Context: an optimization exercise on an open-source flow, tuned for small area and a short achievable clock period. The choices shown serve that exercise and are no tape-out recipe. RTL that was checked went through simulation tests only; none was proved equivalent to the original.

==> module output_alloc, before the edit <==
module output_alloc (
    input  logic [dsb_pkg::NUM_PORTS*dsb_pkg::FLIT_W-1:0] mm_flit_i,
    input  logic [dsb_pkg::NUM_PORTS*5-1:0]               mm_tv_i,
    input  logic [dsb_pkg::NUM_PORTS*5-1:0]               mm_new_i,
    input  logic [dsb_pkg::NUM_PORTS-1:0]                 mm_keep_i,
    output logic [dsb_pkg::NUM_PORTS-1:0]                 mm_take_o,
    input  logic                                          clk,
    input  logic                                          rst,
    input  logic [dsb_pkg::NUM_PORTS-1:0]                 ack_i,
    output logic [dsb_pkg::NUM_PORTS-1:0]                 req_o,
    output logic [dsb_pkg::NUM_PORTS*dsb_pkg::FLIT_W-1:0] data_o
);
    localparam int N = dsb_pkg::NUM_PORTS;
    localparam int W = dsb_pkg::FLIT_W;
    logic [N-1:0][N-1:0] gnt_q;
    logic [N-1:0]        adv_q;
    logic [N-1:0]        req_q;
    always_comb begin
        mm_take_o = '0;
        for (int k = 0; k < N; k++) begin
            mm_take_o = mm_take_o | ({N{ack_i[k] & req_q[k]}} & gnt_q[k]);
        end
    end
    for (genvar k = 0; k < N; k++) begin : g_out
        logic [N-1:0] ptr_a;
        logic [N-1:0] req_a;
        logic [N-1:0] gnt_a;
        assign ptr_a = (req_q[k] || adv_q[k]) ? {gnt_q[k][N-2:0], gnt_q[k][N-1]} : gnt_q[k];
        for (genvar j = 0; j < N; j++) begin : g_req
            logic taken;
            assign taken    = req_q[k] && gnt_q[k][j];
            assign req_a[j] = (mm_tv_i[j*5 + k] && (!taken || mm_keep_i[j])) || mm_new_i[j*5 + k];
        end
        always_comb begin
            for (int p = 0; p < N; p++) begin
                logic hit;
                hit = 1'b0;
                for (int s = 0; s < N; s++) begin
                    logic clear;
                    clear = ptr_a[s];
                    for (int q = 0; q < N; q++) begin
                        if (((q - s + N) % N) < ((p - s + N) % N)) begin
                            clear = clear & ~req_a[q];
                        end
                    end
                    hit = hit | clear;
                end
                gnt_a[p] = req_a[p] & hit;
            end
        end
        always_ff @(posedge clk or posedge rst) begin
            if (rst) begin
                gnt_q[k] <= N'(1);
                adv_q[k] <= 1'b0;
                req_q[k] <= 1'b0;
            end else if (!(req_q[k] && !ack_i[k])) begin
                if (|req_a) begin
                    gnt_q[k] <= gnt_a;
                end
                adv_q[k] <= req_q[k] || adv_q[k];
                req_q[k] <= |req_a;
            end
        end
        assign req_o[k] = req_q[k];
        always_comb begin
            data_o[k*W +: W] = '0;
            for (int j = 0; j < N; j++) begin
                data_o[k*W +: W] = data_o[k*W +: W] | ({W{gnt_q[k][j]}} & mm_flit_i[j*W +: W]);
            end
        end
    end
endmodule
export LEC_CHECK = 0
export ABC_AREA = 1
export CAP_MARGIN = 20
export CELL_PAD_IN_SITES_DETAIL_PLACEMENT = 1
export CELL_PAD_IN_SITES_GLOBAL_PLACEMENT = 1
export CORE_MARGIN = 2
export CORE_UTILIZATION = 45
export CTS_CLUSTER_DIAMETER = 100
export CTS_CLUSTER_SIZE = 30
export PLACE_DENSITY = 0.6
export SETUP_SLACK_MARGIN = 4.5
export SLEW_MARGIN = 20
create_clock -name core_clock -period 8.0 [get_ports {clk}]
standard.sh (not shown) runs the stock make flow with config.mk's settings and CLKGATE_MAP_FILE= SYNTH_SCRIPT=/design/flow/synth_recipe.tcl, a recipe that flattens the netlist after the stock synthesis.
==> flow/flow/run.sh <==
#!/bin/bash
# Standard ORFS layout, with plain buffers (buf_2) on the ports instead of the default delay cells.
set -euo pipefail
bash standard.sh finish BUFFER_PORTS_ARGS="-buffer_cell sky130_fd_sc_hd__buf_2" > flow_make.log 2>&1
Next try:
--- a/flow/design.v
+++ b/flow/design.v
@@ -295,4 +295,5 @@
     logic [N-1:0]        adv_q;
     logic [N-1:0]        req_q;
+    logic [N-1:0][N-1:0] gnt_qn;
     always_comb begin
         mm_take_o = '0;
@@ -331,4 +332,5 @@
             if (rst) begin
                 gnt_q[k] <= N'(1);
+                gnt_qn[k] <= ~N'(1);
                 adv_q[k] <= 1'b0;
                 req_q[k] <= 1'b0;
@@ -336,4 +338,5 @@
                 if (|req_a) begin
                     gnt_q[k] <= gnt_a;
+                    gnt_qn[k] <= ~gnt_a;
                 end
                 adv_q[k] <= req_q[k] || adv_q[k];
@@ -345,5 +348,8 @@
             data_o[k*W +: W] = '0;
             for (int j = 0; j < N; j++) begin
-                data_o[k*W +: W] = data_o[k*W +: W] | ({W{gnt_q[k][j]}} & mm_flit_i[j*W +: W]);
+                data_o[k*W +: W/2] = data_o[k*W +: W/2] |
+                                     ({(W/2){gnt_q[k][j]}} & mm_flit_i[j*W +: W/2]);
+                data_o[k*W+W/2 +: W/2] = data_o[k*W+W/2 +: W/2] |
+                                     ({(W/2){!gnt_qn[k][j]}} & mm_flit_i[j*W+W/2 +: W/2]);
             end
         end
=>
- The new run passed the timing, design-rule and antenna checks
- design area grows by about 3.3%
- hold slack barely changes
- via count grows by about 1.8%
- area after synthesis grows by 2.1%
- setup slack is worse by 0.19 ns
- maximum frequency shrinks by about 5%
- global-route usage grows by 0.22 points
- routed wire length grows by about 2.5%
Function not checked in the second run of this note: the RTL went through the layout flow alone.

## afterwards: timing with drivers on the ports
The flow's constraints put no driver on any port. The routed layouts listed below were extracted and timed again, unchanged, in two steps. Step 1 (the two cells are an assumption about what drives the block):
set clk [get_ports {clk}]
set_driving_cell -lib_cell sky130_fd_sc_hd__clkbuf_16 $clk
set_driving_cell -lib_cell sky130_fd_sc_hd__buf_2 [delete_from_list [all_inputs] $clk]
Step 2 moves the port delays by t, midway between the first and last clock arrival at a register: inputs arrive t later, outputs are due t later. That takes back most of the time a late clock gives input paths. Slacks: no drivers / after step 1 / after step 2; pairs: no drivers / after step 1.
run | t, ns | slack for setup (ns) | slew at the worst register clock pin (ns)
the first run | 0.725 | 4.396 / 4.322 / 3.965 | 0.12 / 0.12
the second run | 0.740 | 4.205 / 4.128 / 3.962 | 0.12 / 0.12
After both steps setup and hold are still met in every run listed. The setup slack of the first run, which loses most, moves by -0.074 ns with the drivers and by -0.431 ns with both steps.
